Source: an optimization exercise on an open RTL-to-GDS flow (aim: small area and a short achievable clock period). Production flows keep margins and buffers that such runs may drop. Where RTL was checked, it was by simulation tests only, not by an equivalence proof against the original. The RTL of run 3 was laid out without a check of its function. Power figures rest on the tool's default switching activity, not on a simulated workload.

`flow/config.mk`:
```
export PLATFORM = sky130hd
export DESIGN_NAME = cpu_top
export DESIGN_NICKNAME = cpu_top
export VERILOG_FILES = /design/flow/design.v
export SDC_FILE = /design/flow/constraint.sdc
export NUM_CORES = 8
export LEC_CHECK = 0
export CAP_MARGIN = 20
export CORE_MARGIN = 2
export CORE_UTILIZATION = 60
export GPL_ROUTABILITY_DRIVEN = 0
export PLACE_DENSITY = 0.7
export SETUP_SLACK_MARGIN = 5
export SLEW_MARGIN = 20
export SYNTH_HIERARCHICAL = 1
export SYNTH_MEMORY_MAX_BITS = 16384
export SYNTH_MINIMUM_KEEP_SIZE = 0
```
`flow/constraint.sdc`:
```
create_clock -name core_clock -period 16.0 [get_ports {i_clk}]
set_input_delay 3.2000 -clock core_clock [delete_from_list [all_inputs] [get_ports {i_clk}]]
set_output_delay 3.2000 -clock core_clock [all_outputs]
set_load 0.01 [all_outputs]
```
`flow/design.v`:
```
`timescale 1ns/1ns
`default_nettype none
package cpu_pkg;
	typedef logic [32-1:0]    word_t;
	typedef logic [32-1:0]    instr_t;
	typedef logic [5-1:0]  reg_idx_t;
	typedef logic [12-1:0]    pc_t;
	typedef logic [17-1:0]   imm_t;
	typedef logic [27-1:0] status_t;
	typedef logic [6-1:0] dmem_addr_t;
	typedef enum logic [4:0] {
		OP_ARITH = 5'd0,
		OP_J     = 5'd1,
		OP_BNE   = 5'd2,
		OP_JAL   = 5'd3,
		OP_JR    = 5'd4,
		OP_ADDI  = 5'd5,
		OP_BLT   = 5'd6,
		OP_SW    = 5'd7,
		OP_LW    = 5'd8,
		OP_SETX  = 5'd21
	} opcode_e;
	typedef enum logic [4:0] {
		ALU_ADD = 5'd0,
		ALU_SUB = 5'd1,
		ALU_AND = 5'd2,
		ALU_OR  = 5'd3,
		ALU_SLL = 5'd4,
		ALU_SRA = 5'd5
	} alu_op_e;
	typedef enum logic [1:0] {
		WB_ALU,
		WB_MEM,
		WB_LINK
	} wb_sel_e;
endpackage
`default_nettype wire
`timescale 1ns/1ns
`default_nettype none
module br_cmp (
	input  cpu_pkg::word_t i_a,
	input  cpu_pkg::word_t i_b,
	output logic           o_ne,
	output logic           o_lt
);
	logic [31:0] l0, e0;
	logic [15:0] l1, e1;
	logic [7:0]  l2, e2;
	logic [3:0]  l3, e3;
	logic [1:0]  l4, e4;
	logic        l5;
	rf_andn lt31_i (.a(i_b[31]), .b(i_a[31]), .y(l0[31]));
	rf_xnor2 eq31_i (.a(i_a[31]), .b(i_b[31]), .y(e0[31]));
	for (genvar i = 0; i < 31; i++) begin : g_bit
		rf_andn lt_i (.a(i_a[i]), .b(i_b[i]), .y(l0[i]));
		rf_xnor2 eq_i (.a(i_a[i]), .b(i_b[i]), .y(e0[i]));
	end
	for (genvar i = 0; i < 16; i++) begin : g_m1
		rf_ao21 l_i (.a(l0[2*i+1]), .b(e0[2*i+1]), .c(l0[2*i]), .y(l1[i]));
		rf_and2 e_i (.a(e0[2*i+1]), .b(e0[2*i]), .y(e1[i]));
	end
	for (genvar i = 0; i < 8; i++) begin : g_m2
		rf_ao21 l_i (.a(l1[2*i+1]), .b(e1[2*i+1]), .c(l1[2*i]), .y(l2[i]));
		rf_and2 e_i (.a(e1[2*i+1]), .b(e1[2*i]), .y(e2[i]));
	end
	for (genvar i = 0; i < 4; i++) begin : g_m3
		rf_ao21 l_i (.a(l2[2*i+1]), .b(e2[2*i+1]), .c(l2[2*i]), .y(l3[i]));
		rf_and2 e_i (.a(e2[2*i+1]), .b(e2[2*i]), .y(e3[i]));
	end
	for (genvar i = 0; i < 2; i++) begin : g_m4
		rf_ao21 l_i (.a(l3[2*i+1]), .b(e3[2*i+1]), .c(l3[2*i]), .y(l4[i]));
		rf_and2 e_i (.a(e3[2*i+1]), .b(e3[2*i]), .y(e4[i]));
	end
	rf_ao21 l5_i (.a(l4[1]), .b(e4[1]), .c(l4[0]), .y(l5));
	rf_nand2 ne_i (.a(e4[1]), .b(e4[0]), .y(o_ne));
	assign o_lt = l5;
endmodule
module alu (
	input  cpu_pkg::word_t i_a,
	input  cpu_pkg::word_t i_b,
	input  cpu_pkg::word_t i_imm,
	input  logic           i_is_r,
	input  logic           i_use_imm,
	input  logic           i_sub,
	input  logic [4:0]     i_funct,
	input  logic [4:0]     i_shamt,
	output cpu_pkg::word_t o_result,
	output logic           o_ovf
);
	cpu_pkg::word_t op_b;
	cpu_pkg::word_t op_bx;
	cpu_pkg::word_t sum;
	cpu_pkg::word_t sh_in;
	cpu_pkg::word_t sh_out;
	cpu_pkg::word_t sh_rev;
	logic           sh_left;
	logic           sh_fill;
	assign op_b  = i_use_imm ? i_imm : i_b;
	assign op_bx = op_b ^ {32{i_sub}};
	assign sum   = i_a + op_bx + {31'd0, i_sub};
	assign o_ovf = (i_a[32-1] == op_bx[32-1]) && (sum[32-1] != i_a[32-1]);
	assign sh_left = ~i_funct[0];
	assign sh_fill = i_funct[0] & i_a[32-1];
	always_comb begin
		for (int i = 0; i < 32; i++) sh_in[i] = sh_left ? i_a[32-1-i] : i_a[i];
	end
	assign sh_out = $signed({sh_fill, sh_in}) >>> i_shamt;
	always_comb begin
		for (int i = 0; i < 32; i++) sh_rev[i] = sh_out[32-1-i];
	end
	always_comb begin
		case (i_funct)
			5'd0, 5'd1: o_result = sum;
			5'd2:       o_result = i_a & i_b;
			5'd3:       o_result = i_a | i_b;
			5'd4:       o_result = sh_rev;
			5'd5:       o_result = sh_out;
			default:    o_result = '0;
		endcase
		if (!i_is_r) o_result = sum;
	end
endmodule
`default_nettype wire
`timescale 1ns/1ns
`default_nettype none
module instr_decoder (
	input  cpu_pkg::instr_t i_instr,
	output logic ctl_is_r,
	output logic ctl_is_addi,
	output logic ctl_is_sw,
	output logic ctl_is_lw,
	output logic ctl_is_j,
	output logic ctl_is_jal,
	output logic ctl_is_jr,
	output logic ctl_is_bne,
	output logic ctl_is_blt,
	output logic ctl_is_setx,
	output logic ctl_b_is_rt,
	output logic ctl_b_is_rd,
	output logic ctl_reg_we,
	output logic ctl_ovf_chk
);
	logic [4:0] op;
	logic [4:0] funct;
	assign op    = i_instr[31:27];
	assign funct = i_instr[6:2];
	assign ctl_is_r    = (op == 5'd0);
	assign ctl_is_j    = (op == 5'd1);
	assign ctl_is_bne  = (op == 5'd2);
	assign ctl_is_jal  = (op == 5'd3);
	assign ctl_is_jr   = (op == 5'd4);
	assign ctl_is_addi = (op == 5'd5);
	assign ctl_is_blt  = (op == 5'd6);
	assign ctl_is_sw   = (op == 5'd7);
	assign ctl_is_lw   = (op == 5'd8);
	assign ctl_is_setx = (op == 5'd21);
	rf_nor2 b_is_rt_i (.a(op[1]), .b(op[2]), .y(ctl_b_is_rt));
	rf_or2  b_is_rd_i (.a(op[1]), .b(op[2]), .y(ctl_b_is_rd));
	assign ctl_reg_we  = ctl_is_r | ctl_is_addi | ctl_is_lw | ctl_is_jal;
	assign ctl_ovf_chk = ctl_is_addi | (ctl_is_r & (funct[4:1] == 4'd0));
endmodule
`default_nettype wire
`timescale 1ns/1ns
`default_nettype none
module rf_aoi22 (input logic a1, a2, b1, b2, output logic y);
	assign y = ~((a1 & a2) | (b1 & b2));
endmodule
module rf_aoi222 (input logic a1, a2, b1, b2, c1, c2, output logic y);
	assign y = ~((a1 & a2) | (b1 & b2) | (c1 & c2));
endmodule
module rf_nand4 (input logic a, b, c, d, output logic y);
	assign y = ~(a & b & c & d);
endmodule
module rf_nor2 (input logic a, b, output logic y);
	assign y = ~(a | b);
endmodule
module rf_or2 (input logic a, b, output logic y);
	assign y = a | b;
endmodule
module rf_nand2 (input logic a, b, output logic y);
	assign y = ~(a & b);
endmodule
module rf_and2 (input logic a, b, output logic y);
	assign y = a & b;
endmodule
module rf_xor2 (input logic a, b, output logic y);
	assign y = a ^ b;
endmodule
module rf_xnor2 (input logic a, b, output logic y);
	assign y = ~(a ^ b);
endmodule
module rf_andn (input logic a, b, output logic y);
	assign y = a & ~b;
endmodule
module rf_ao21 (input logic a, b, c, output logic y);
	assign y = a | (b & c);
endmodule
module rf_nand3 (input logic a, b, c, output logic y);
	assign y = ~(a & b & c);
endmodule
module rf_nor3 (input logic a, b, c, output logic y);
	assign y = ~(a | b | c);
endmodule
module rf_mux2 (input logic s, a, b, output logic y);
	assign y = s ? b : a;
endmodule
module rf_predec2 (input logic [1:0] i_a, output logic [3:0] o_n);
	always_comb begin
		for (int j = 0; j < 4; j++) o_n[j] = ~(i_a == j);
	end
endmodule
module rf_predec2h (input logic [1:0] i_a, output logic [3:0] o);
	always_comb begin
		for (int j = 0; j < 4; j++) o[j] = (i_a == j);
	end
endmodule
module rf_predec3h (input logic [2:0] i_a, output logic [7:0] o);
	always_comb begin
		for (int j = 0; j < 8; j++) o[j] = (i_a == j);
	end
endmodule
module rf_predec3 (input logic [2:0] i_a, output logic [7:0] o_n);
	always_comb begin
		for (int j = 0; j < 8; j++) o_n[j] = ~(i_a == j);
	end
endmodule
module rf_wb_hit (
	input  cpu_pkg::reg_idx_t i_idx,
	input  cpu_pkg::reg_idx_t i_wb_idx,
	input  logic              i_wb_v,
	input  logic              i_wb_load,
	output logic              o_hit_load,
	output logic              o_hit_val
);
	logic hit;
	assign hit        = i_wb_v && (i_idx == i_wb_idx);
	assign o_hit_load = hit && i_wb_load;
	assign o_hit_val  = hit && !i_wb_load;
endmodule
module rf_select (
	input  cpu_pkg::reg_idx_t i_idx,
	input  logic [31:1]       i_valid_n,
	input  cpu_pkg::reg_idx_t i_wb_idx,
	input  logic              i_wb_v,
	input  logic              i_wb_load,
	output logic [31:1]       o_sel,
	output logic              o_hit_load,
	output logic              o_hit_val
);
	logic [3:0] lo_n;
	logic [7:0] hi_n;
	rf_predec2 lo_i (.i_a(i_idx[1:0]), .o_n(lo_n));
	rf_predec3 hi_i (.i_a(i_idx[4:2]), .o_n(hi_n));
	for (genvar i = 1; i < 32; i++) begin : g_sel
		rf_nor3 u (.a(lo_n[i % 4]), .b(hi_n[i / 4]), .c(i_valid_n[i]), .y(o_sel[i]));
	end
	rf_wb_hit hit_i (
		.i_idx(i_idx), .i_wb_idx(i_wb_idx), .i_wb_v(i_wb_v), .i_wb_load(i_wb_load),
		.o_hit_load(o_hit_load), .o_hit_val(o_hit_val)
	);
endmodule
module rf_select2 (
	input  cpu_pkg::reg_idx_t i_idx0,
	input  cpu_pkg::reg_idx_t i_idx1,
	input  logic              i_pick,
	input  logic              i_pick_n,
	input  logic [31:1]       i_valid_n,
	input  cpu_pkg::reg_idx_t i_wb_idx,
	input  logic              i_wb_v,
	input  logic              i_wb_load,
	output logic [31:1]       o_sel,
	output logic              o_hit_load,
	output logic              o_hit_val
);
	logic [3:0] lo0, lo1, lo_n;
	logic [7:0] hi0, hi1, hi_n;
	logic       hl0, hl1, hv0, hv1;
	rf_predec2h lo0_i (.i_a(i_idx0[1:0]), .o(lo0));
	rf_predec3h hi0_i (.i_a(i_idx0[4:2]), .o(hi0));
	rf_predec2h lo1_i (.i_a(i_idx1[1:0]), .o(lo1));
	rf_predec3h hi1_i (.i_a(i_idx1[4:2]), .o(hi1));
	for (genvar j = 0; j < 4; j++) begin : g_lo
		rf_aoi22 u (.a1(i_pick), .a2(lo1[j]), .b1(i_pick_n), .b2(lo0[j]), .y(lo_n[j]));
	end
	for (genvar j = 0; j < 8; j++) begin : g_hi
		rf_aoi22 u (.a1(i_pick), .a2(hi1[j]), .b1(i_pick_n), .b2(hi0[j]), .y(hi_n[j]));
	end
	for (genvar i = 1; i < 32; i++) begin : g_sel
		rf_nor3 u (.a(lo_n[i % 4]), .b(hi_n[i / 4]), .c(i_valid_n[i]), .y(o_sel[i]));
	end
	rf_wb_hit hit0_i (
		.i_idx(i_idx0), .i_wb_idx(i_wb_idx), .i_wb_v(i_wb_v), .i_wb_load(i_wb_load),
		.o_hit_load(hl0), .o_hit_val(hv0)
	);
	rf_wb_hit hit1_i (
		.i_idx(i_idx1), .i_wb_idx(i_wb_idx), .i_wb_v(i_wb_v), .i_wb_load(i_wb_load),
		.o_hit_load(hl1), .o_hit_val(hv1)
	);
	rf_mux2 hl_i (.s(i_pick_n), .a(hl1), .b(hl0), .y(o_hit_load));
	rf_mux2 hv_i (.s(i_pick_n), .a(hv1), .b(hv0), .y(o_hit_val));
endmodule
module rf_read_bit (
	input  logic [31:1] i_sel,
	input  logic [31:1] i_d,
	input  logic        i_hit_load,
	input  logic        i_mem,
	input  logic        i_hit_val,
	input  logic        i_val,
	output logic        o_q,
	output logic        o_q2,
	output logic        o_q3
);
	logic [15:0] l1;
	logic [3:0]  l2;
	logic [1:0]  l3;
	logic        wb_n;
	for (genvar g = 0; g < 15; g++) begin : g_l1
		rf_aoi22 u (.a1(i_sel[2*g+1]), .a2(i_d[2*g+1]), .b1(i_sel[2*g+2]), .b2(i_d[2*g+2]), .y(l1[g]));
	end
	rf_nand2 l1_last (.a(i_sel[31]), .b(i_d[31]), .y(l1[15]));
	for (genvar g = 0; g < 4; g++) begin : g_l2
		rf_nand4 u (.a(l1[4*g]), .b(l1[4*g+1]), .c(l1[4*g+2]), .d(l1[4*g+3]), .y(l2[g]));
	end
	for (genvar g = 0; g < 2; g++) begin : g_l3
		rf_nor2 u (.a(l2[2*g]), .b(l2[2*g+1]), .y(l3[g]));
	end
	rf_aoi22 wb (.a1(i_hit_load), .a2(i_mem), .b1(i_hit_val), .b2(i_val), .y(wb_n));
	rf_nand3 l4 (.a(l3[0]), .b(l3[1]), .c(wb_n), .y(o_q));
	rf_nand3 l4b (.a(l3[0]), .b(l3[1]), .c(wb_n), .y(o_q2));
	rf_nand3 l4c (.a(l3[0]), .b(l3[1]), .c(wb_n), .y(o_q3));
endmodule
module rf_read (
	input  logic [31:1]          i_sel,
	input  logic [31:1][31:0]    i_regs,
	input  logic                 i_hit_load,
	input  cpu_pkg::word_t       i_mem,
	input  logic                 i_hit_val,
	input  cpu_pkg::word_t       i_val,
	output cpu_pkg::word_t       o_data,
	output cpu_pkg::word_t       o_data2,
	output cpu_pkg::word_t       o_data3
);
	for (genvar b = 0; b < 32; b++) begin : g_bit
		logic [31:1] d;
		always_comb begin
			for (int i = 1; i < 32; i++) d[i] = i_regs[i][b];
		end
		rf_read_bit u (
			.i_sel(i_sel), .i_d(d), .i_hit_load(i_hit_load), .i_mem(i_mem[b]),
			.i_hit_val(i_hit_val), .i_val(i_val[b]), .o_q(o_data[b]), .o_q2(o_data2[b]), .o_q3(o_data3[b])
		);
	end
endmodule
module reg_file (
	input  logic              i_clk,
	input  logic              i_rst_n,
	input  cpu_pkg::reg_idx_t i_ra_idx,
	input  cpu_pkg::reg_idx_t i_rb_idx0,
	input  cpu_pkg::reg_idx_t i_rb_idx1,
	input  logic              i_rb_pick,
	input  logic              i_rb_pick_n,
	input  cpu_pkg::reg_idx_t i_wr_idx,
	input  logic              i_we,
	input  logic              i_load,
	input  cpu_pkg::word_t    i_wdata,
	input  cpu_pkg::word_t    i_mem_rdata,
	output cpu_pkg::dmem_addr_t o_load_addr,
	output cpu_pkg::word_t    o_rdata_a,
	output cpu_pkg::word_t    o_rdata_a2,
	output cpu_pkg::word_t    o_rdata_b,
	output cpu_pkg::word_t    o_rdata_b2,
	output cpu_pkg::word_t    o_rdata_b3
);
	localparam int N = 2**5;
	logic [N-1:1][31:0] regs;
	logic [N-1:1]   valid_q;
	logic [N-1:1]   wsel;
	logic [N-1:1]   rvalid_n;
	logic [N-1:1]   rsel_a;
	logic [N-1:1]   rsel_b;
	logic           hit_load_a, hit_val_a, hit_load_b, hit_val_b;
	logic              wb_v_q;
	logic              wb_load_q;
	cpu_pkg::reg_idx_t wb_idx_q;
	cpu_pkg::word_t    wb_val_q;
	cpu_pkg::word_t    wb_data;
	always_ff @(posedge i_clk or negedge i_rst_n) begin
		if (!i_rst_n) begin
			wb_v_q <= 1'b0;
		end else begin
			wb_v_q <= i_we && (i_wr_idx != '0);
		end
	end
	always_ff @(posedge i_clk) begin
		wb_load_q <= i_load;
		wb_idx_q  <= i_wr_idx;
		wb_val_q  <= i_wdata;
	end
	assign o_load_addr = wb_val_q[6-1:0];
	assign wb_data     = wb_load_q ? i_mem_rdata : wb_val_q;
	always_comb begin
		for (int i = 1; i < N; i++) begin
			wsel[i]     = wb_v_q && (wb_idx_q == i);
			rvalid_n[i] = !(valid_q[i] && !wsel[i]);
		end
	end
	always_ff @(posedge i_clk or negedge i_rst_n) begin
		if (!i_rst_n) begin
			valid_q <= '0;
		end else begin
			valid_q <= valid_q | wsel;
		end
	end
	for (genvar i = 1; i < N; i++) begin : g_reg
		always_ff @(posedge i_clk) begin
			if (wsel[i]) regs[i] <= wb_data;
		end
	end
	rf_select sel_a_i (
		.i_idx(i_ra_idx), .i_valid_n(rvalid_n), .i_wb_idx(wb_idx_q), .i_wb_v(wb_v_q),
		.i_wb_load(wb_load_q), .o_sel(rsel_a), .o_hit_load(hit_load_a), .o_hit_val(hit_val_a)
	);
	rf_select2 sel_b_i (
		.i_idx0(i_rb_idx0), .i_idx1(i_rb_idx1), .i_pick(i_rb_pick), .i_pick_n(i_rb_pick_n),
		.i_valid_n(rvalid_n), .i_wb_idx(wb_idx_q), .i_wb_v(wb_v_q),
		.i_wb_load(wb_load_q), .o_sel(rsel_b), .o_hit_load(hit_load_b), .o_hit_val(hit_val_b)
	);
	rf_read read_a_i (
		.i_sel(rsel_a), .i_regs(regs), .i_hit_load(hit_load_a), .i_mem(i_mem_rdata),
		.i_hit_val(hit_val_a), .i_val(wb_val_q), .o_data(o_rdata_a), .o_data2(o_rdata_a2), .o_data3()
	);
	rf_read read_b_i (
		.i_sel(rsel_b), .i_regs(regs), .i_hit_load(hit_load_b), .i_mem(i_mem_rdata),
		.i_hit_val(hit_val_b), .i_val(wb_val_q), .o_data(o_rdata_b), .o_data2(o_rdata_b2), .o_data3(o_rdata_b3)
	);
endmodule
`default_nettype wire
`timescale 1ns/1ns
`default_nettype none
module pc_unit (
	input  logic           i_clk,
	input  logic           i_rst_n,
	input  cpu_pkg::instr_t i_instr,
	input  logic           i_is_j,
	input  logic           i_is_jr,
	input  logic           i_is_bne,
	input  logic           i_is_blt,
	input  logic           i_ne,
	input  logic           i_lt,
	input  cpu_pkg::word_t i_jr_addr,
	output cpu_pkg::pc_t   o_pc,
	output cpu_pkg::pc_t   o_pc_plus_one
);
	cpu_pkg::pc_t pc_q;
	cpu_pkg::pc_t pc_next;
	cpu_pkg::pc_t pc_branch;
	logic         taken;
	assign o_pc_plus_one = pc_q + 1'b1;
	assign pc_branch     = o_pc_plus_one + i_instr[12-1:0];
	assign taken = (i_is_bne && i_ne) || (i_is_blt && i_lt);
	always_comb begin
		if (i_is_jr) begin
			pc_next = i_jr_addr[12-1:0];
		end else if (i_is_j) begin
			pc_next = i_instr[12-1:0];
		end else if (taken) begin
			pc_next = pc_branch;
		end else begin
			pc_next = o_pc_plus_one;
		end
	end
	always_ff @(posedge i_clk or negedge i_rst_n) begin
		if (!i_rst_n) begin
			pc_q <= '0;
		end else begin
			pc_q <= pc_next;
		end
	end
	assign o_pc = pc_q;
endmodule
`default_nettype wire
`timescale 1ns/1ns
`default_nettype none
module dm_select (
	input  cpu_pkg::dmem_addr_t i_base,
	input  cpu_pkg::dmem_addr_t i_offset,
	output logic [2**6-1:0] o_sel
);
	always_comb begin
		for (int k = 0; k < 2**6; k++) begin
			logic m;
			logic c;
			m = 1'b1;
			for (int i = 0; i < 6; i++) begin
				if (i == 0) c = 1'b0;
				else c = (i_base[i-1] == i_offset[i-1]) ? i_base[i-1] : ~k[i-1];
				m = m & ((i_base[i] ^ i_offset[i] ^ c) == k[i]);
			end
			o_sel[k] = m;
		end
	end
endmodule
module dm_read_bit (
	input  logic [63:0] i_sel,
	input  logic [63:0] i_d,
	output logic        o_q
);
	logic [21:0] l1;
	logic [5:0]  l2;
	logic [1:0]  l3;
	for (genvar g = 0; g < 21; g++) begin : g_l1
		rf_aoi222 u (
			.a1(i_sel[3*g]), .a2(i_d[3*g]), .b1(i_sel[3*g+1]), .b2(i_d[3*g+1]),
			.c1(i_sel[3*g+2]), .c2(i_d[3*g+2]), .y(l1[g])
		);
	end
	rf_nand2 l1_last (.a(i_sel[63]), .b(i_d[63]), .y(l1[21]));
	for (genvar g = 0; g < 5; g++) begin : g_l2
		rf_nand4 u (.a(l1[4*g]), .b(l1[4*g+1]), .c(l1[4*g+2]), .d(l1[4*g+3]), .y(l2[g]));
	end
	rf_nand2 l2_last (.a(l1[20]), .b(l1[21]), .y(l2[5]));
	for (genvar g = 0; g < 2; g++) begin : g_l3
		rf_nor3 u (.a(l2[3*g]), .b(l2[3*g+1]), .c(l2[3*g+2]), .y(l3[g]));
	end
	rf_nand2 l4 (.a(l3[0]), .b(l3[1]), .y(o_q));
endmodule
module dm_read (
	input  logic [2**6-1:0]       i_sel,
	input  logic [2**6-1:0][31:0] i_mem,
	output cpu_pkg::word_t               o_data
);
	for (genvar b = 0; b < 32; b++) begin : g_bit
		logic [63:0] d;
		always_comb begin
			for (int i = 0; i < 64; i++) d[i] = i_mem[i][b];
		end
		dm_read_bit u (.i_sel(i_sel), .i_d(d), .o_q(o_data[b]));
	end
endmodule
module dm_decode (
	input  cpu_pkg::dmem_addr_t    i_addr,
	output logic [2**6-1:0] o_sel
);
	logic [7:0] lo_n;
	logic [7:0] hi_n;
	rf_predec3 lo_i (.i_a(i_addr[2:0]), .o_n(lo_n));
	rf_predec3 hi_i (.i_a(i_addr[5:3]), .o_n(hi_n));
	for (genvar k = 0; k < 2**6; k++) begin : g_sel
		rf_nor2 u (.a(lo_n[k % 8]), .b(hi_n[k / 8]), .y(o_sel[k]));
	end
endmodule
module data_mem (
	input  logic                i_clk,
	input  logic                i_we,
	input  cpu_pkg::dmem_addr_t i_base,
	input  cpu_pkg::dmem_addr_t i_offset,
	input  cpu_pkg::word_t      i_wdata,
	input  cpu_pkg::dmem_addr_t i_raddr,
	output cpu_pkg::word_t      o_rdata
);
	localparam int N = 2**6;
	logic [N-1:0][31:0] mem;
	logic [N-1:0]       sel;
	logic [N-1:0]       rsel;
	dm_select select_i (.i_base(i_base), .i_offset(i_offset), .o_sel(sel));
	for (genvar i = 0; i < N; i++) begin : g_word
		always_ff @(posedge i_clk) begin
			if (i_we && sel[i]) mem[i] <= i_wdata;
		end
	end
	dm_decode decode_i (.i_addr(i_raddr), .o_sel(rsel));
	dm_read read_i (.i_sel(rsel), .i_mem(mem), .o_data(o_rdata));
endmodule
`default_nettype wire
`timescale 1ns/1ns
`default_nettype none
module addr_add (
	input  cpu_pkg::dmem_addr_t i_a,
	input  cpu_pkg::dmem_addr_t i_b,
	output cpu_pkg::dmem_addr_t o_sum
);
	logic [5:0] g, p;
	logic       c2, c3, t3;
	logic       s4_0, s4_1, c5_0, c5_1, s5_0, s5_1;
	for (genvar i = 0; i < 6; i++) begin : g_pg
		rf_and2 g_i (.a(i_a[i]), .b(i_b[i]), .y(g[i]));
		rf_xor2 p_i (.a(i_a[i]), .b(i_b[i]), .y(p[i]));
	end
	rf_or2 t3_i (.a(i_a[3]), .b(i_b[3]), .y(t3));
	assign o_sum[0] = p[0];
	rf_xor2 s1_i (.a(p[1]), .b(g[0]), .y(o_sum[1]));
	rf_ao21 c2_i (.a(g[1]), .b(p[1]), .c(g[0]), .y(c2));
	rf_xor2 s2_i (.a(p[2]), .b(c2), .y(o_sum[2]));
	rf_ao21 c3_i (.a(g[2]), .b(p[2]), .c(c2), .y(c3));
	rf_xor2 s3_i (.a(p[3]), .b(c3), .y(o_sum[3]));
	rf_xor2 s4_0_i (.a(p[4]), .b(g[3]), .y(s4_0));
	rf_xor2 s4_1_i (.a(p[4]), .b(t3), .y(s4_1));
	rf_ao21 c5_0_i (.a(g[4]), .b(p[4]), .c(g[3]), .y(c5_0));
	rf_ao21 c5_1_i (.a(g[4]), .b(p[4]), .c(t3), .y(c5_1));
	rf_xor2 s5_0_i (.a(p[5]), .b(c5_0), .y(s5_0));
	rf_xor2 s5_1_i (.a(p[5]), .b(c5_1), .y(s5_1));
	rf_mux2 s4_i (.s(c3), .a(s4_0), .b(s4_1), .y(o_sum[4]));
	rf_mux2 s5_i (.s(c3), .a(s5_0), .b(s5_1), .y(o_sum[5]));
endmodule
module cpu_top (
	input  logic                i_clk,
	input  logic                i_rst_n,
	input  cpu_pkg::instr_t     i_instr,
	output cpu_pkg::pc_t        o_pc,
	output logic                o_dmem_we,
	output cpu_pkg::dmem_addr_t o_dmem_addr,
	output cpu_pkg::word_t      o_dmem_wdata,
	output cpu_pkg::status_t    o_status
);
	logic is_r, is_addi, is_sw, is_lw, is_j, is_jal, is_jr, is_bne, is_blt, is_setx;
	logic b_is_rt, b_is_rd, reg_we, ovf_chk;
	cpu_pkg::reg_idx_t rd;
	cpu_pkg::reg_idx_t rs;
	cpu_pkg::reg_idx_t rt;
	cpu_pkg::word_t    imm;
	cpu_pkg::word_t rdata_a;
	cpu_pkg::word_t rdata_a2;
	cpu_pkg::word_t rdata_b2;
	cpu_pkg::word_t rdata_b3;
	cpu_pkg::word_t rdata_b;
	cpu_pkg::word_t alu_result;
	cpu_pkg::word_t mem_rdata;
	cpu_pkg::word_t wb_data;
	cpu_pkg::pc_t   pc_plus_one;
	cpu_pkg::dmem_addr_t mem_addr;
	cpu_pkg::dmem_addr_t load_addr;
	cpu_pkg::status_t status_q;
	logic alu_ovf, alu_ne, alu_lt;
	assign rd  = i_instr[26:22];
	assign rs  = i_instr[21:17];
	assign rt  = i_instr[16:12];
	assign imm = {{(32-17){i_instr[17-1]}}, i_instr[17-1:0]};
	instr_decoder decoder_i (
		.i_instr     (i_instr),
		.ctl_is_r    (is_r),
		.ctl_is_addi (is_addi),
		.ctl_is_sw   (is_sw),
		.ctl_is_lw   (is_lw),
		.ctl_is_j    (is_j),
		.ctl_is_jal  (is_jal),
		.ctl_is_jr   (is_jr),
		.ctl_is_bne  (is_bne),
		.ctl_is_blt  (is_blt),
		.ctl_is_setx (is_setx),
		.ctl_b_is_rt (b_is_rt),
		.ctl_b_is_rd (b_is_rd),
		.ctl_reg_we  (reg_we),
		.ctl_ovf_chk (ovf_chk)
	);
	reg_file reg_file_i (
		.i_clk     (i_clk),
		.i_rst_n   (i_rst_n),
		.i_ra_idx  (rs),
		.i_rb_idx0 (rt),
		.i_rb_idx1 (rd),
		.i_rb_pick (b_is_rd),
		.i_rb_pick_n (b_is_rt),
		.i_wr_idx  (is_jal ? 5'd31 : rd),
		.i_we      (reg_we),
		.i_load    (is_lw),
		.i_wdata   (wb_data),
		.i_mem_rdata (mem_rdata),
		.o_load_addr (load_addr),
		.o_rdata_a (rdata_a),
		.o_rdata_a2 (rdata_a2),
		.o_rdata_b (rdata_b),
		.o_rdata_b2 (rdata_b2),
		.o_rdata_b3 (rdata_b3)
	);
	alu alu_i (
		.i_a      (rdata_a),
		.i_b      (rdata_b),
		.i_imm    (imm),
		.i_is_r   (is_r),
		.i_use_imm (i_instr[27] | i_instr[30]),
		.i_sub    (is_r & (i_instr[6:2] == 5'd1)),
		.i_funct  (i_instr[6:2]),
		.i_shamt  (i_instr[11:7]),
		.o_result (alu_result),
		.o_ovf    (alu_ovf)
	);
	br_cmp br_cmp_i (.i_a(rdata_a), .i_b(rdata_b), .o_ne(alu_ne), .o_lt(alu_lt));
	addr_add addr_add_i (.i_a(rdata_a2[6-1:0]), .i_b(imm[6-1:0]), .o_sum(mem_addr));
	data_mem data_mem_i (
		.i_clk   (i_clk),
		.i_we    (is_sw & i_rst_n),
		.i_base  (rdata_a[6-1:0]),
		.i_offset (imm[6-1:0]),
		.i_wdata (rdata_b3),
		.i_raddr (load_addr),
		.o_rdata (mem_rdata)
	);
	assign wb_data = is_jal ? {{(32-12){1'b0}}, pc_plus_one} : alu_result;
	pc_unit pc_unit_i (
		.i_clk         (i_clk),
		.i_rst_n       (i_rst_n),
		.i_instr       (i_instr),
		.i_is_j        (is_j | is_jal),
		.i_is_jr       (is_jr),
		.i_is_bne      (is_bne),
		.i_is_blt      (is_blt),
		.i_ne          (alu_ne),
		.i_lt          (alu_lt),
		.i_jr_addr     (rdata_b),
		.o_pc          (o_pc),
		.o_pc_plus_one (pc_plus_one)
	);
	always_ff @(posedge i_clk or negedge i_rst_n) begin
		if (!i_rst_n) begin
			status_q <= '0;
		end else if (is_setx) begin
			status_q <= i_instr[27-1:0];
		end else if (ovf_chk) begin
			status_q <= {{(27-1){1'b0}}, alu_ovf};
		end
	end
	assign o_status     = status_q;
	assign o_dmem_addr  = mem_addr;
	assign o_dmem_wdata = rdata_b2;
	assign o_dmem_we    = is_sw & i_rst_n;
endmodule
`default_nettype wire
```
`flow/flow/run.sh`:
```
#!/bin/bash
# The standard layout with these changes: synthesis sees a strong driver
# and a light load on each module port, so it leaves cells at their smallest
# size; the instruction and store pins sit together on the top edge;
# resizing may change a cell's footprint; port buffers are buf_4; timing
# repair aims at a larger setup margin; the clock tree uses clkbuf_8 without
# dummy loads.
set -euo pipefail
bash standard.sh \
  ABC_LOAD_IN_FF=1 \
  ABC_DRIVER_CELL=sky130_fd_sc_hd__buf_4 \
  PRE_IO_PLACEMENT_TCL="$PWD/flow/io.tcl" \
  MATCH_CELL_FOOTPRINT=0 \
  SETUP_SLACK_MARGIN=7 \
  TNS_END_PERCENT=20 \
  BUFFER_PORTS_ARGS="-buffer_cell sky130_fd_sc_hd__buf_4" \
  CTS_ARGS="-sink_clustering_enable -repair_clock_nets -dont_use_dummy_load -buf_list sky130_fd_sc_hd__clkbuf_8 -sink_clustering_size 16 -sink_clustering_max_diameter 70" \
  finish > make.log 2>&1
```
`flow/flow/io.tcl`:
```
# Keep the instruction inputs and the store outputs together on one stretch
# of the top edge, so that the paths from one to the other are short.
set pins {}
for {set i 0} {$i < 32} {incr i} { lappend pins "i_instr\[$i\]" "o_dmem_wdata\[$i\]" }
for {set i 0} {$i < 6} {incr i} { lappend pins "o_dmem_addr\[$i\]" }
lappend pins o_dmem_we
set_io_pin_constraint -pin_names $pins -region top:40-300
```
`flow/standard.sh`:
```
#!/bin/bash
# synth_recipe.tcl (not shown) runs the flow's synth.tcl, then flattens the netlist and writes it again
# the make line also repeats each setting of config.mk as NAME=value (left out here)
make -C /OpenROAD-flow-scripts/flow DESIGN_CONFIG=/design/flow/config.mk WORK_HOME=/design/flow/orfs CLKGATE_MAP_FILE= SYNTH_SCRIPT=/design/flow/synth_recipe.tcl "${@:-finish}"
```
==> impl_results.md, run 1 <==
* Worst min path class: reg -> reg
* CTS tree: yes
* Slowest-stage cell, CP: nand4_1
* First-pass DRT Iterations at 10
* Final period utilization at between 50% and 60%
* Most Frequent Cell on Critical Path: buf_6
* Hold_ws at 481 ps
* Vias at ~87k
* Slew @ Worst Pin at ~1300 ps
* ANT nets after route at 0
* Clock Latency Late Sink at between 1000 and 1500 ps
* Syn_area_per_cell at around 17 µm²
* Syn Nets at 7653
* Largest net degree at the start of global routing at 66
* CP arrival at about 6300 ps
* Initial DRC count at around 21k
* Vias per Instance at about 8
* Mapped cell area at 0.126 mm²
* Most frequent cells in the layout: edfxtp_1 (3040), a22oi_1 (1024), a222oi_1 (675)
* Total track usage at 41.0%
* Peak supply drop at roughly 0.00011 V
* Initial antenna violation count at 37
* Layout cell share with drive strength beyond 1 at between 15 and 20%
* Die H at 462 µm
* Crit-path max FO at 8
* Die area at about 0.21 mm²
* Slew HR at approximately 11%
* GRT overflow at 0
* Worst Skew at roughly 140 ps
* Maximum single-stage delay on the critical path at around 520 ps
* # DRC at 0
* I/O pin cnt at roughly 110
* Most common cell after layout, fill and taps aside: edfxtp_1
* Worst Slack Setup Final at 6540 ps
* PwrDens at approximately 110 mW/mm²
* MaxCap Viol Count at 0
* First-pass GRT wire length at slightly above 600 mm
* Pins Over Slew Limit at 0
* Num CTS Buffers at ~220
* HPWL Detailed at between 200 and 300 mm
* Crit path kind: in -> out
* Vias in the first global route at around 81k
* RSZ-0062 raised after global routing: yes
* Synth Warn # at 18
* PortBufs at between 100 and 150
* FP Rows at around 170
* Static leakage at between 40 and 50 nW
* Fin Setup TNS at 0 ps
* Reg clk slew, reported paths at around 90 ps
* Final setup viols at 0
* Minimum clock period at approximately 9500 ps
* CTS H-tree lvls at 4
* Fillers at approximately 14k
* Max Freq at between 0.1 and 0.15 GHz
* Critical path startpoint category: primary input
* Total power at ~16 mW
* Routed WL per cell at 40.3 µm
* Status: complete, no violations
* Clk buf depth at 3
* Clk root buf: clkbuf_8
* Worst setup EP type: output pin
* Dpl ws at approximately 5700 ps
* DRT Wirelength at between 400 and 500 mm
* Sink Count at approximately 3.1k
* CORE AREA at 0.209 mm²
* Cell count after synthesis at between 7k and 8k
* Die Width at 462 µm
* Initial Util at around three fifths
* Req. time, crit path at between 10000 and 15000 ps
* Final Hold Vio Count at 0
* CP cell instances: buf_12, or2_4, buf_12, a22oi_2, buf_6, buf_6, nor3_4, clkbuf_16, buf_4, a22oi_2, nand4_1, nor2_2, nand3_2, buf_6
* Area delta synth->final at 11.4%
* Fin nets at about 8.3k
[worst paths after layout]
path	start	end	slack, ps	depth (start not counted)
hold / removal	reg_file_i.valid_q[20]	reg_file_i.valid_q[20]	480	1
min in group asynchronous	i_rst_n	status_q[10]	2100	1
hold reg to reg	reg_file_i.valid_q[20]	reg_file_i.valid_q[20]	480	1
setup / recovery	i_instr[28]	o_dmem_wdata[5]	6540	14
setup reg to reg	reg_file_i.wb_idx_q[1]	data_mem_i.mem[1019]	7530	23
max in group asynchronous	i_rst_n	status_q[0]	12660	2
[critical path: cells and delay by family]
family / cells / cell delay (ps)
compound gates: 2 / 380
simple gates: 5 / 1490
buf+inv: 7 / 1160
[per-layer routing]
layer / global-route usage [%] / wire length [µm]
met3: 17.7 / 78100
met5: 1.38 / 385
met1: 52.3 / 144000
met2: 58.5 / 189000
met4: 24.0 / 33700
[registers in the layout, indices dropped and copies added, names as in the netlist]
| register | cells |
|---|---|
| data_mem_i.mem | 2048 |
| reg_file_i.regs | 992 |
| reg_file_i.wb_val_q | 32 |
| reg_file_i.valid_q | 31 |
| status_q | 27 |
| pc_unit_i.pc_q | 12 |
| reg_file_i.wb_idx_q | 5 |
| reg_file_i.wb_load_q | 1 |
| reg_file_i.wb_v_q | 1 |
[report_power, final]
| group | internal, mW | switching [mW] |
|---|---|---|
| combinational | 0.692 | 2.15 |
| sequential | 9.41 | 0.105 |
| clock | 1.23 | 2.41 |
| total | 11.3 | 4.66 |
[stage by stage]
| step | area [µm²] | utilization [%] | instances |
|---|---|---|---|
| floorplan | 126000 | - | 7561 |
| global placement | 133000 | 63.6 | 10600 |
| detailed placement | 133000 | 63.7 | 10600 |
| CTS | 139000 | 66.6 | 11000 |
| global route | 140000 | 67.0 | 11000 |
| finish | 140000 | 67.0 | 11000 |
[area by class of cell]
class	count	area, µm²	share of cell area [%]
diodes	10	25.0	0.0179
clock buffers	222	3060	2.18
flip-flops and latches	3149	93800	67.0
well taps	2805	3510	2.50
multi-input cells	4268	33900	24.2
inverters	37	139	0.0991
repair buffers	557	5690	4.06
[what timing repair did]
item,4_1_cts,5_1_grt
cloned,24,7
setup buffers,140,21
resized for setup,347,41
endpoints found under the setup margin,42,40
pin swaps,87,34
hold buffers,0,0
==> run 2, diff against run 1 <==
--- a/flow/design.v
+++ b/flow/design.v
@@ -330,5 +330,34 @@
 	rf_nand3 l4c (.a(l3[0]), .b(l3[1]), .c(wb_n), .y(o_q3));
 endmodule
-module rf_read (
+module rf_read_bit_small (
+	input  logic [31:1] i_sel,
+	input  logic [31:1] i_d,
+	input  logic        i_hit_load,
+	input  logic        i_mem,
+	input  logic        i_hit_val,
+	input  logic        i_val,
+	output logic        o_q
+);
+	logic [10:0] l1;
+	logic [2:0]  l2;
+	logic        l3;
+	logic        wb_n;
+	for (genvar g = 0; g < 10; g++) begin : g_l1
+		rf_aoi222 u (
+			.a1(i_sel[3*g+1]), .a2(i_d[3*g+1]), .b1(i_sel[3*g+2]), .b2(i_d[3*g+2]),
+			.c1(i_sel[3*g+3]), .c2(i_d[3*g+3]), .y(l1[g])
+		);
+	end
+	rf_nand2 l1_last (.a(i_sel[31]), .b(i_d[31]), .y(l1[10]));
+	rf_nand4 l2_0 (.a(l1[0]), .b(l1[1]), .c(l1[2]), .d(l1[3]), .y(l2[0]));
+	rf_nand4 l2_1 (.a(l1[4]), .b(l1[5]), .c(l1[6]), .d(l1[7]), .y(l2[1]));
+	rf_nand3 l2_2 (.a(l1[8]), .b(l1[9]), .c(l1[10]), .y(l2[2]));
+	rf_nor3 l3_i (.a(l2[0]), .b(l2[1]), .c(l2[2]), .y(l3));
+	rf_aoi22 wb (.a1(i_hit_load), .a2(i_mem), .b1(i_hit_val), .b2(i_val), .y(wb_n));
+	rf_nand2 l4 (.a(l3), .b(wb_n), .y(o_q));
+endmodule
+module rf_read #(
+	parameter int FAST_BITS = 32
+) (
 	input  logic [31:1]          i_sel,
 	input  logic [31:1][31:0]    i_regs,
@@ -346,8 +375,17 @@
 			for (int i = 1; i < 32; i++) d[i] = i_regs[i][b];
 		end
-		rf_read_bit u (
-			.i_sel(i_sel), .i_d(d), .i_hit_load(i_hit_load), .i_mem(i_mem[b]),
-			.i_hit_val(i_hit_val), .i_val(i_val[b]), .o_q(o_data[b]), .o_q2(o_data2[b]), .o_q3(o_data3[b])
-		);
+		if (b < FAST_BITS) begin : g_fast
+			rf_read_bit u (
+				.i_sel(i_sel), .i_d(d), .i_hit_load(i_hit_load), .i_mem(i_mem[b]),
+				.i_hit_val(i_hit_val), .i_val(i_val[b]), .o_q(o_data[b]), .o_q2(o_data2[b]), .o_q3(o_data3[b])
+			);
+		end else begin : g_small
+			rf_read_bit_small u (
+				.i_sel(i_sel), .i_d(d), .i_hit_load(i_hit_load), .i_mem(i_mem[b]),
+				.i_hit_val(i_hit_val), .i_val(i_val[b]), .o_q(o_data[b])
+			);
+			assign o_data2[b] = o_data[b];
+			assign o_data3[b] = o_data[b];
+		end
 	end
 endmodule
@@ -426,5 +464,5 @@
 		.i_wb_load(wb_load_q), .o_sel(rsel_b), .o_hit_load(hit_load_b), .o_hit_val(hit_val_b)
 	);
-	rf_read read_a_i (
+	rf_read #(.FAST_BITS(6)) read_a_i (
 		.i_sel(rsel_a), .i_regs(regs), .i_hit_load(hit_load_a), .i_mem(i_mem_rdata),
 		.i_hit_val(hit_val_a), .i_val(wb_val_q), .o_data(o_rdata_a), .o_data2(o_rdata_a2), .o_data3()
==> flow/flow/run.sh (replaced) <==
#!/bin/bash
# The standard layout with these changes: synthesis sees a strong driver
# and a light load on each module port, so it leaves cells at their smallest
# size; resizing may change a cell's footprint; port buffers are buf_4; timing
# repair aims at a larger setup margin; the clock tree uses clkbuf_8 without
# dummy loads.
set -euo pipefail
bash standard.sh \
  ABC_LOAD_IN_FF=1 \
  ABC_DRIVER_CELL=sky130_fd_sc_hd__buf_4 \
  MATCH_CELL_FOOTPRINT=0 \
  SETUP_SLACK_MARGIN=7 \
  TNS_END_PERCENT=10 \
  BUFFER_PORTS_ARGS="-buffer_cell sky130_fd_sc_hd__buf_4" \
  CTS_ARGS="-sink_clustering_enable -repair_clock_nets -dont_use_dummy_load -buf_list sky130_fd_sc_hd__clkbuf_8 -sink_clustering_size 16 -sink_clustering_max_diameter 70" \
  finish > make.log 2>&1
removed: flow/flow/io.tcl
==> impl_results.md, run 2 <==
* RSZ-0062 raised after global routing: yes
* Worst Skew at 120 ps (-21.9 ps)
* Die Width at 461 µm (-0.31%)
* Hold_ws at 477 ps (-3.96 ps)
* Most common cell after layout, fill and taps aside: edfxtp_1
* Layout cell share with drive strength beyond 1 at 16.7% (+0.15 points)
* Area delta synth->final at 11.3% (about the same)
* # DRC at 0 (unchanged)
* Critical path startpoint category: primary input
* Most frequent cells in the layout: edfxtp_1 (3040), a222oi_1 (934), a22oi_1 (618)
* Flop pwr share at 60.4% (+0.9 points)
* Die area at 0.212 mm² (-0.63%)
* Worst min path class: reg -> reg
* Pins Over Slew Limit at 0 (unchanged)
* Largest net degree at the start of global routing at 66 (unchanged)
* Internal Power at 11.3 mW (-0.32%)
* Placed cell areas at 0.132 mm² (-0.64%)
* CTS tree: yes
* GRT overflow at 0 (unchanged)
* I/O pin cnt at 112 (unchanged)
* Worst setup EP type: output pin
* Hold Buf Count CTS at 0 (unchanged)
* Clock Latency Late Sink at 1120 ps (+40 ps)
* Req. time, crit path at 12800 ps (about the same)
* CTS H-tree lvls at 4 (unchanged)
* Final setup viols at 0 (unchanged)
* Sw Ratio at 28.4% (-0.72 points)
* Syn_area_per_cell at 17.0 µm² (+2.1%)
* Fin nets at 8085 (-2.9%)
* Cells after DPL at 10.4k (-2.1%)
* Clk buf depth at 3 (unchanged)
* ANT nets after route at 0 (unchanged)
* PwrDens at 113 mW/mm² (-0.65%)
* MaxCap Viol Count at 0 (unchanged)
* DRT Wirelength at 434 mm (-2.6%)
* Reg2reg start: reg_file_i.wb_val_q[2]
* HPWL Detailed at 250 mm (-1.7%)
* R2r setup slk at 7550 ps (+20 ps)
* Combinational share of power at 16.7% (-1.0 points)
* Hold endpoint: reg_file_i.valid_q[25]
* First-pass DRT Iterations at 17 (+7)
* Peak supply drop at 0.000116 V (+5.9%)
* Vias per Instance at 8.01 (+1.3%)
* Status: complete, no violations
* Slew @ Worst Pin at 1230 ps (-98.5 ps)
* WHS Path Cells at 1 (unchanged)
* Slew HR at 17.1% (+6.3 points)
* Sink Count at 3149 (unchanged)
* Max Freq at 0.109 GHz (+3.3%)
* Num CTS Buffers at 219 (-1.4%)
* Post-route cell area at 0.139 mm² (-0.67%)
* Initial DRC count at 22.7k (+8.4%)
* Largest Register: data_mem_i.mem
* Final Hold Vio Count at 0 (unchanged)
* Routed WL per cell at 40.2 µm (-0.24%)
* Crit path kind: in -> out
* Total track usage at 39.6% (-1.4 points)
* PortBufs at 111 (unchanged)
* Non-filler cells in the finished layout at 10.8k (-2.4%)
* Worst Reg-to-Reg Cells at 21 (-8.7%)
* Vias in the first global route at 79.3k (-2.1%)
* Worst R2R End: reg_file_i.wb_val_q[21]
* Crit-path max FO at 8 (unchanged)
* Switching pwr at 4.49 mW (-3.8%)
* Minimum clock period at 9160 ps (-300 ps)
* Final Core Density at 67.2% (+0.22 points)
* CP arrival at 5960 ps (-300 ps)
* Syn Nets at 7453 (-2.6%)
* Die H at 461 µm (-0.31%)
* Mapped cell area at 0.125 mm² (-0.63%)
* Final period utilization at 57.3% (-1.9 points)
* Worst Slack Setup Final at 6840 ps (+300 ps)
* Largest register FFs at 2048 (unchanged)
* Reg clk slew, reported paths at 90 ps (about the same)
* Largest regs: data_mem_i.mem: 2048 flops, reg_file_i.regs: 992 flops, reg_file_i.wb_val_q: 32 flops
* Total power at 15.8 mW (-1.3%)
* Cell count after synthesis at 7361 (-2.6%)
* Clk root buf: clkbuf_8
* CORE AREA at 0.207 mm² (-0.99%)
* Vias at 86.5k (-1.1%)
* Hold Crit Start: reg_file_i.valid_q[25]
* Dpl ws at 5690 ps (-47.3 ps)
* First-pass GRT wire length at 590 mm (-3.5%)
* Static leakage at 45.2 nW (-0.33%)
* Initial Util at 60.4% (+0.22 points)
* Clock power share at 22.9% (about the same)
* Initial antenna violation count at 22 (-41%)
* Synth Warn # at 19 (+1)
* FP Rows at 167 (-0.60%)
* Fin Setup TNS at 0 ps (unchanged)
==> run 2: worst max-delay path by stage <==
stage               slack [ps]                to  cells past startpoint   startpoint
finish                    6840  o_dmem_wdata[18]                     13  i_instr[29]
global route              6900  o_dmem_wdata[10]                     13  i_instr[29]
CTS                       6770  o_dmem_wdata[16]                     13  i_instr[29]
detailed placement        5690    o_dmem_addr[3]                     13  i_instr[18]
floorplan                 6910    o_dmem_addr[4]                      9  i_instr[18]
global placement          5760    o_dmem_addr[3]                     13  i_instr[18]
==> run 2: critical path, cell delays in order <==
cell,delay [ps]
buf_4,150
or2_4,290
buf_12,170
a22oi_2,300
buf_6,190
buf_8,140
nor3_4,120
buf_12,250
a22oi_1,200
nand4_1,270
nor2_4,270
nand3_4,180
buf_4,210
==> run 2: power groups by stage <==
| stage | Clock (mW) | Sequential, mW | Combinational (mW) |
|---|---|---|---|
| after floorplan | 0 | 9.65 | 1.17 |
| after global placement | 0 | 9.69 | 2.36 |
| after detailed placement | 0 | 9.70 | 2.40 |
| after CTS | 3.59 | 9.51 | 2.47 |
| after global routing | 3.86 | 9.53 | 2.67 |
| final | 3.61 | 9.54 | 2.63 |
==> run 2: what timing repair did <==
action / in CTS / in global routing
pin swaps: 45 / 69
buffers inserted: 75 / 58
resized for setup: 248 / 239
gates cloned: 16 / 11
setup endpoints to repair: 41 / 38
==> run 2: final cells by class <==
cell class	instances	area (µm²)
Inverter	38	143
Fill cell	13500	67900
Timing Repair Buffer	518	5300
Antenna cell	8	20.0
Multi-Input combinational cell	4067	33400
Sequential cell	3149	93800
Tap cell	2788	3490
Clock buffer	219	3010
==> run 2: routing by layer <==
metal | share of wire (%) | vias up | GRT usage [%] | wire, µm
li1 | - | 33600 | - | -
met1 | 33 | 42400 | 53.8 | 144000
met2 | 42 | 8824 | 56.3 | 182000
met3 | 18 | 1611 | 14.8 | 78900
met4 | 6.6 | 24 | 19.8 | 28800
met5 | 0.082 | - | 0.918 | 356
==> run 3, diff against run 2 <==
--- a/flow/design.v
+++ b/flow/design.v
@@ -38,41 +38,44 @@
 `timescale 1ns/1ns
 `default_nettype none
-module br_cmp (
+module add32 (
 	input  cpu_pkg::word_t i_a,
 	input  cpu_pkg::word_t i_b,
-	output logic           o_ne,
-	output logic           o_lt
-);
-	logic [31:0] l0, e0;
-	logic [15:0] l1, e1;
-	logic [7:0]  l2, e2;
-	logic [3:0]  l3, e3;
-	logic [1:0]  l4, e4;
-	logic        l5;
-	rf_andn lt31_i (.a(i_b[31]), .b(i_a[31]), .y(l0[31]));
-	rf_xnor2 eq31_i (.a(i_a[31]), .b(i_b[31]), .y(e0[31]));
-	for (genvar i = 0; i < 31; i++) begin : g_bit
-		rf_andn lt_i (.a(i_a[i]), .b(i_b[i]), .y(l0[i]));
-		rf_xnor2 eq_i (.a(i_a[i]), .b(i_b[i]), .y(e0[i]));
-	end
-	for (genvar i = 0; i < 16; i++) begin : g_m1
-		rf_ao21 l_i (.a(l0[2*i+1]), .b(e0[2*i+1]), .c(l0[2*i]), .y(l1[i]));
-		rf_and2 e_i (.a(e0[2*i+1]), .b(e0[2*i]), .y(e1[i]));
-	end
-	for (genvar i = 0; i < 8; i++) begin : g_m2
-		rf_ao21 l_i (.a(l1[2*i+1]), .b(e1[2*i+1]), .c(l1[2*i]), .y(l2[i]));
-		rf_and2 e_i (.a(e1[2*i+1]), .b(e1[2*i]), .y(e2[i]));
-	end
-	for (genvar i = 0; i < 4; i++) begin : g_m3
-		rf_ao21 l_i (.a(l2[2*i+1]), .b(e2[2*i+1]), .c(l2[2*i]), .y(l3[i]));
-		rf_and2 e_i (.a(e2[2*i+1]), .b(e2[2*i]), .y(e3[i]));
-	end
-	for (genvar i = 0; i < 2; i++) begin : g_m4
-		rf_ao21 l_i (.a(l3[2*i+1]), .b(e3[2*i+1]), .c(l3[2*i]), .y(l4[i]));
-		rf_and2 e_i (.a(e3[2*i+1]), .b(e3[2*i]), .y(e4[i]));
-	end
-	rf_ao21 l5_i (.a(l4[1]), .b(e4[1]), .c(l4[0]), .y(l5));
-	rf_nand2 ne_i (.a(e4[1]), .b(e4[0]), .y(o_ne));
-	assign o_lt = l5;
+	input  logic           i_cin,
+	output cpu_pkg::word_t o_sum,
+	output cpu_pkg::word_t o_prop
+);
+	logic [31:0] g [0:5];
+	logic [31:0] t [0:5];
+	logic [31:0] c;
+	for (genvar i = 0; i < 32; i++) begin : g_pg
+		rf_xor2 p_i (.a(i_a[i]), .b(i_b[i]), .y(o_prop[i]));
+		if (i == 0) begin : g_cin
+			logic g00;
+			rf_and2 g_i (.a(i_a[0]), .b(i_b[0]), .y(g00));
+			rf_ao21 c_i (.a(g00), .b(o_prop[0]), .c(i_cin), .y(g[0][0]));
+		end else begin : g_gen
+			rf_and2 g_i (.a(i_a[i]), .b(i_b[i]), .y(g[0][i]));
+		end
+	end
+	assign t[0] = o_prop;
+	for (genvar l = 0; l < 5; l++) begin : g_lvl
+		for (genvar i = 0; i < 32; i++) begin : g_bit
+			if (((i >> l) & 1) == 1) begin : g_join
+				localparam int J = ((i >> l) << l) - 1;
+				rf_ao21 g_i (.a(g[l][i]), .b(t[l][i]), .c(g[l][J]), .y(g[l+1][i]));
+				rf_and2 t_i (.a(t[l][i]), .b(t[l][J]), .y(t[l+1][i]));
+			end else begin : g_pass
+				assign g[l+1][i] = g[l][i];
+				assign t[l+1][i] = t[l][i];
+			end
+		end
+	end
+	assign c[0] = i_cin;
+	for (genvar i = 1; i < 32; i++) begin : g_c
+		assign c[i] = g[5][i-1];
+	end
+	for (genvar i = 0; i < 32; i++) begin : g_sum
+		rf_xor2 s_i (.a(o_prop[i]), .b(c[i]), .y(o_sum[i]));
+	end
 endmodule
 module alu (
@@ -86,9 +89,12 @@
 	input  logic [4:0]     i_shamt,
 	output cpu_pkg::word_t o_result,
-	output logic           o_ovf
+	output logic           o_ovf,
+	output logic           o_ne,
+	output logic           o_lt
 );
 	cpu_pkg::word_t op_b;
 	cpu_pkg::word_t op_bx;
 	cpu_pkg::word_t sum;
+	cpu_pkg::word_t prop;
 	cpu_pkg::word_t sh_in;
 	cpu_pkg::word_t sh_out;
@@ -98,6 +104,8 @@
 	assign op_b  = i_use_imm ? i_imm : i_b;
 	assign op_bx = op_b ^ {32{i_sub}};
-	assign sum   = i_a + op_bx + {31'd0, i_sub};
+	add32 add_i (.i_a(i_a), .i_b(op_bx), .i_cin(i_sub), .o_sum(sum), .o_prop(prop));
 	assign o_ovf = (i_a[32-1] == op_bx[32-1]) && (sum[32-1] != i_a[32-1]);
+	assign o_ne = ~&prop;
+	assign o_lt = ~(sum[32-1] ^ o_ovf) & o_ne;
 	assign sh_left = ~i_funct[0];
 	assign sh_fill = i_funct[0] & i_a[32-1];
@@ -330,34 +338,5 @@
 	rf_nand3 l4c (.a(l3[0]), .b(l3[1]), .c(wb_n), .y(o_q3));
 endmodule
-module rf_read_bit_small (
-	input  logic [31:1] i_sel,
-	input  logic [31:1] i_d,
-	input  logic        i_hit_load,
-	input  logic        i_mem,
-	input  logic        i_hit_val,
-	input  logic        i_val,
-	output logic        o_q
-);
-	logic [10:0] l1;
-	logic [2:0]  l2;
-	logic        l3;
-	logic        wb_n;
-	for (genvar g = 0; g < 10; g++) begin : g_l1
-		rf_aoi222 u (
-			.a1(i_sel[3*g+1]), .a2(i_d[3*g+1]), .b1(i_sel[3*g+2]), .b2(i_d[3*g+2]),
-			.c1(i_sel[3*g+3]), .c2(i_d[3*g+3]), .y(l1[g])
-		);
-	end
-	rf_nand2 l1_last (.a(i_sel[31]), .b(i_d[31]), .y(l1[10]));
-	rf_nand4 l2_0 (.a(l1[0]), .b(l1[1]), .c(l1[2]), .d(l1[3]), .y(l2[0]));
-	rf_nand4 l2_1 (.a(l1[4]), .b(l1[5]), .c(l1[6]), .d(l1[7]), .y(l2[1]));
-	rf_nand3 l2_2 (.a(l1[8]), .b(l1[9]), .c(l1[10]), .y(l2[2]));
-	rf_nor3 l3_i (.a(l2[0]), .b(l2[1]), .c(l2[2]), .y(l3));
-	rf_aoi22 wb (.a1(i_hit_load), .a2(i_mem), .b1(i_hit_val), .b2(i_val), .y(wb_n));
-	rf_nand2 l4 (.a(l3), .b(wb_n), .y(o_q));
-endmodule
-module rf_read #(
-	parameter int FAST_BITS = 32
-) (
+module rf_read (
 	input  logic [31:1]          i_sel,
 	input  logic [31:1][31:0]    i_regs,
@@ -375,17 +354,8 @@
 			for (int i = 1; i < 32; i++) d[i] = i_regs[i][b];
 		end
-		if (b < FAST_BITS) begin : g_fast
-			rf_read_bit u (
-				.i_sel(i_sel), .i_d(d), .i_hit_load(i_hit_load), .i_mem(i_mem[b]),
-				.i_hit_val(i_hit_val), .i_val(i_val[b]), .o_q(o_data[b]), .o_q2(o_data2[b]), .o_q3(o_data3[b])
-			);
-		end else begin : g_small
-			rf_read_bit_small u (
-				.i_sel(i_sel), .i_d(d), .i_hit_load(i_hit_load), .i_mem(i_mem[b]),
-				.i_hit_val(i_hit_val), .i_val(i_val[b]), .o_q(o_data[b])
-			);
-			assign o_data2[b] = o_data[b];
-			assign o_data3[b] = o_data[b];
-		end
+		rf_read_bit u (
+			.i_sel(i_sel), .i_d(d), .i_hit_load(i_hit_load), .i_mem(i_mem[b]),
+			.i_hit_val(i_hit_val), .i_val(i_val[b]), .o_q(o_data[b]), .o_q2(o_data2[b]), .o_q3(o_data3[b])
+		);
 	end
 endmodule
@@ -464,5 +434,5 @@
 		.i_wb_load(wb_load_q), .o_sel(rsel_b), .o_hit_load(hit_load_b), .o_hit_val(hit_val_b)
 	);
-	rf_read #(.FAST_BITS(6)) read_a_i (
+	rf_read read_a_i (
 		.i_sel(rsel_a), .i_regs(regs), .i_hit_load(hit_load_a), .i_mem(i_mem_rdata),
 		.i_hit_val(hit_val_a), .i_val(wb_val_q), .o_data(o_rdata_a), .o_data2(o_rdata_a2), .o_data3()
@@ -717,11 +687,12 @@
 		.i_is_r   (is_r),
 		.i_use_imm (i_instr[27] | i_instr[30]),
-		.i_sub    (is_r & (i_instr[6:2] == 5'd1)),
+		.i_sub    ((i_instr[28] & ~i_instr[27]) | (is_r & (i_instr[6:2] == 5'd1))),
 		.i_funct  (i_instr[6:2]),
 		.i_shamt  (i_instr[11:7]),
 		.o_result (alu_result),
-		.o_ovf    (alu_ovf)
+		.o_ovf    (alu_ovf),
+		.o_ne     (alu_ne),
+		.o_lt     (alu_lt)
 	);
-	br_cmp br_cmp_i (.i_a(rdata_a), .i_b(rdata_b), .o_ne(alu_ne), .o_lt(alu_lt));
 	addr_add addr_add_i (.i_a(rdata_a2[6-1:0]), .i_b(imm[6-1:0]), .o_sum(mem_addr));
 	data_mem data_mem_i (
==> impl_results.md, run 3 <==
* Status: complete, no violations
* DRT Wirelength at 429 mm (-1.2%)
* PortBufs at 111 (unchanged)
* Vias per Instance at 7.82 (-2.4%)
* Fin Setup TNS at 0 ps (unchanged)
* Non-filler cells in the finished layout at 10.9k (+1.2%)
* Total track usage at 39.3% (-0.32 points)
* I/O pin cnt at 112 (unchanged)
* Hold_ws at 482 ps (+5.45 ps)
* Slew HR at 16.8% (-0.29 points)
* Layout cell share with drive strength beyond 1 at 16.1% (-0.61 points)
* Final Hold Vio Count at 0 (unchanged)
* Worst min path class: reg -> reg
* Vias in the first global route at 78.8k (-0.58%)
* Clock Latency Late Sink at 1070 ps (-50 ps)
* Largest regs: data_mem_i.mem: 2048 flops, reg_file_i.regs: 992 flops, reg_file_i.wb_val_q: 32 flops
* Initial DRC count at 19.3k (-15%)
* Die Width at 462 µm (+0.22%)
* Syn Nets at 7556 (+1.4%)
* Final setup viols at 0 (unchanged)
* Slew @ Worst Pin at 1240 ps (+4.38 ps)
* Cells after DPL at 10.5k (+1.1%)
* Max Freq at 0.108 GHz (-0.81%)
* First-pass DRT Iterations at 13 (-4)
* Fin nets at 8177 (+1.1%)
* Slowest-stage cell, CP: nor2_2
* CP cell instances: buf_4, or2_0, buf_6, a22oi_2, buf_12, nor3_4, buf_4, a22oi_1, nand4_1, nor2_2, nand3_2, buf_4
* GRT overflow at 0 (unchanged)
* CORE AREA at 0.208 mm² (+0.30%)
* Clk root buf: clkbuf_8
* Most frequent cells in the layout: edfxtp_1 (3040), a22oi_1 (1025), a222oi_1 (681)
* Largest net degree at the start of global routing at 73 (+11%)
* First-pass GRT wire length at 588 mm (-0.25%)
* Area delta synth->final at 10.9%
* Vias at 85.4k (-1.3%)
* HPWL Detailed at 241 mm (-3.6%)
* RSZ-0062 raised after global routing: yes
* Fillers at 13.9k (+3.1%)
* CP arrival at 6040 ps (+80 ps)
* Crit path kind: in -> out
* Peak supply drop at 0.000107 V (-7.7%)
* Most Frequent Cell on Critical Path: buf_4
* Cell count after synthesis at 7496 (+1.8%)
* Worst setup EP type: output pin
* MaxCap Viol Count at 0 (unchanged)
* Initial antenna violation count at 17 (-23%)
* Clk buf depth at 3 (unchanged)
* Routed WL per cell at 39.3 µm (-2.4%)
* FP Rows at 167 (unchanged)
* Largest Register: data_mem_i.mem
* PwrDens at 115 mW/mm² (+1.2%)
* Critical path startpoint category: primary input
* Num CTS Buffers at 219 (unchanged)
* WHS Path Cells at 1 (unchanged)
* Syn_area_per_cell at 16.8 µm² (-1.4%)
* Die area at 0.213 mm² (+0.43%)
* Reg clk slew, reported paths at 100 ps (about the same)
* Req. time, crit path at 12800 ps (about the same)
* Minimum clock period at 9240 ps (+74.7 ps)
* Mapped cell area at 0.126 mm² (+0.44%)
* Final period utilization at 57.7% (+0.47 points)
* Static leakage at 45.5 nW (+0.61%)
* ANT nets after route at 0 (unchanged)
* # DRC at 0 (unchanged)
* Synth Warn # at 23 (+4)
* CTS H-tree lvls at 4 (unchanged)
* Initial Util at 60.5% (+0.080 points)
* Maximum single-stage delay on the critical path at 400 ps (+100 ps)
* Worst Skew at 149 ps (+28.7 ps)
* Worst Reg-to-Reg Cells at 27 (+29%)
* Crit-path max FO at 32 (+24)
* Most common cell after layout, fill and taps aside: edfxtp_1
* Die H at 462 µm (+0.22%)
* Sink Count at 3149 (unchanged)
* Largest register FFs at 2048 (unchanged)
* CTS tree: yes
* Pins Over Slew Limit at 0 (unchanged)
## run 3: cell count changes in the layout (fill, tap and decap cells not counted), sizes merged, moves of 49 or more
cell    previous run  this run
xnor2            101        52
xor2              41        95
a222oi           934       681
a22oi            664      1056
nand4            376       433
and2             110       159
## run 3: final cells by class
class	instances	area, µm²	share of cell area, %
multi-input combinational	4186	33500	24.1
timing repair buffer	526	5250	3.77
sequential	3149	93800	67.4
inverter	35	131	0.0943
clock buffer	219	3010	2.16
antenna	10	25.0	0.0180
tap	2788	3490	2.50
## run 3: stage by stage
step	util (%)	instance area (µm²)	setup slack [ps]	power (mW)
finish	67.1	139000	6760	16.0
global placement	63.9	133000	5090	12.2
detailed placement	63.9	133000	4940	12.3
CTS	66.7	138000	6930	15.8
global route	67.0	139000	6820	16.3
floorplan	-	126000	6910	10.9
## run 3: what timing repair did
item                                    4_1_cts  5_1_grt
setup buffers                                97       45
pin swaps                                    65       38
gates cloned                                 27        4
hold buffers                                  0        0
endpoints found under the setup margin       50       49
gates resized for setup                     335       62
## run 3: worst paths after layout
check / startpoint / to / slack, ps
setup / recovery: i_instr[29] / o_dmem_wdata[29] / 6760
hold reg to reg: reg_file_i.valid_q[24] / reg_file_i.valid_q[24] / 480
min in group asynchronous: i_rst_n / status_q[3] / 2320
max in group asynchronous: i_rst_n / reg_file_i.valid_q[28] / 13070
setup reg to reg: reg_file_i.wb_val_q[2] / pc_unit_i.pc_q[8] / 7240
hold / removal: reg_file_i.valid_q[24] / reg_file_i.valid_q[24] / 480
## run 3: critical path, delay by kind of cell
family	cells	cell delay, ps
AOI/OAI and AO/OA	2	540
and+or+nand+nor	5	1170
buffers and inverters	5	1070
## run 3: metal layers
layer | vias to the layer above | track usage [%] | part of all wire, %
li1 | 33800 | - | -
met1 | 42100 | 52.5 | 33
met2 | 7942 | 55.9 | 42
met3 | 1444 | 14.5 | 17
met4 | 18 | 22.1 | 7.2
met5 | - | 0.656 | 0.094
## run 3: power by group
| part | total [mW] | internal [mW] | switching, mW | leakage, nW |
|---|---|---|---|---|
| registers | 9.53 | 9.43 | 0.0953 | 29.3 |
| logic | 2.84 | 0.688 | 2.16 | 14.7 |
| clock network | 3.60 | 1.22 | 2.39 | 1.57 |

-- port drivers added, routing unchanged --
No port has a modelled driver above. Below, the same layouts with a new extraction and two added sets of constraints.
Step 1 sets driving cells, clkbuf_16 on the clock port and buf_2 on the other inputs (assumed; they add their load-dependent delay and slew).
Step 2 also shifts input and output timing later by t, the mid clock arrival at the registers, as if the neighbouring blocks saw the same clock.
Three values: ideal, step 1, step 2; two values: the first two.
| run | t (ns) | slack for setup (ns) | worst data-port slew with drivers (ns) |
|---|---|---|---|
| run 1 | 1.095 | 6.537 / 6.434 / 5.833 | 0.23 |
| run 2 | 1.140 | 6.836 / 6.790 / 6.220 | 0.15 |
| run 3 | 1.087 | 6.762 / 6.648 / 5.923 | 0.25 |
After both steps every run listed still meets setup and hold. For run 3, which loses most, drivers alone change the setup slack by -0.114 ns; drivers and shift together by -0.839 ns.
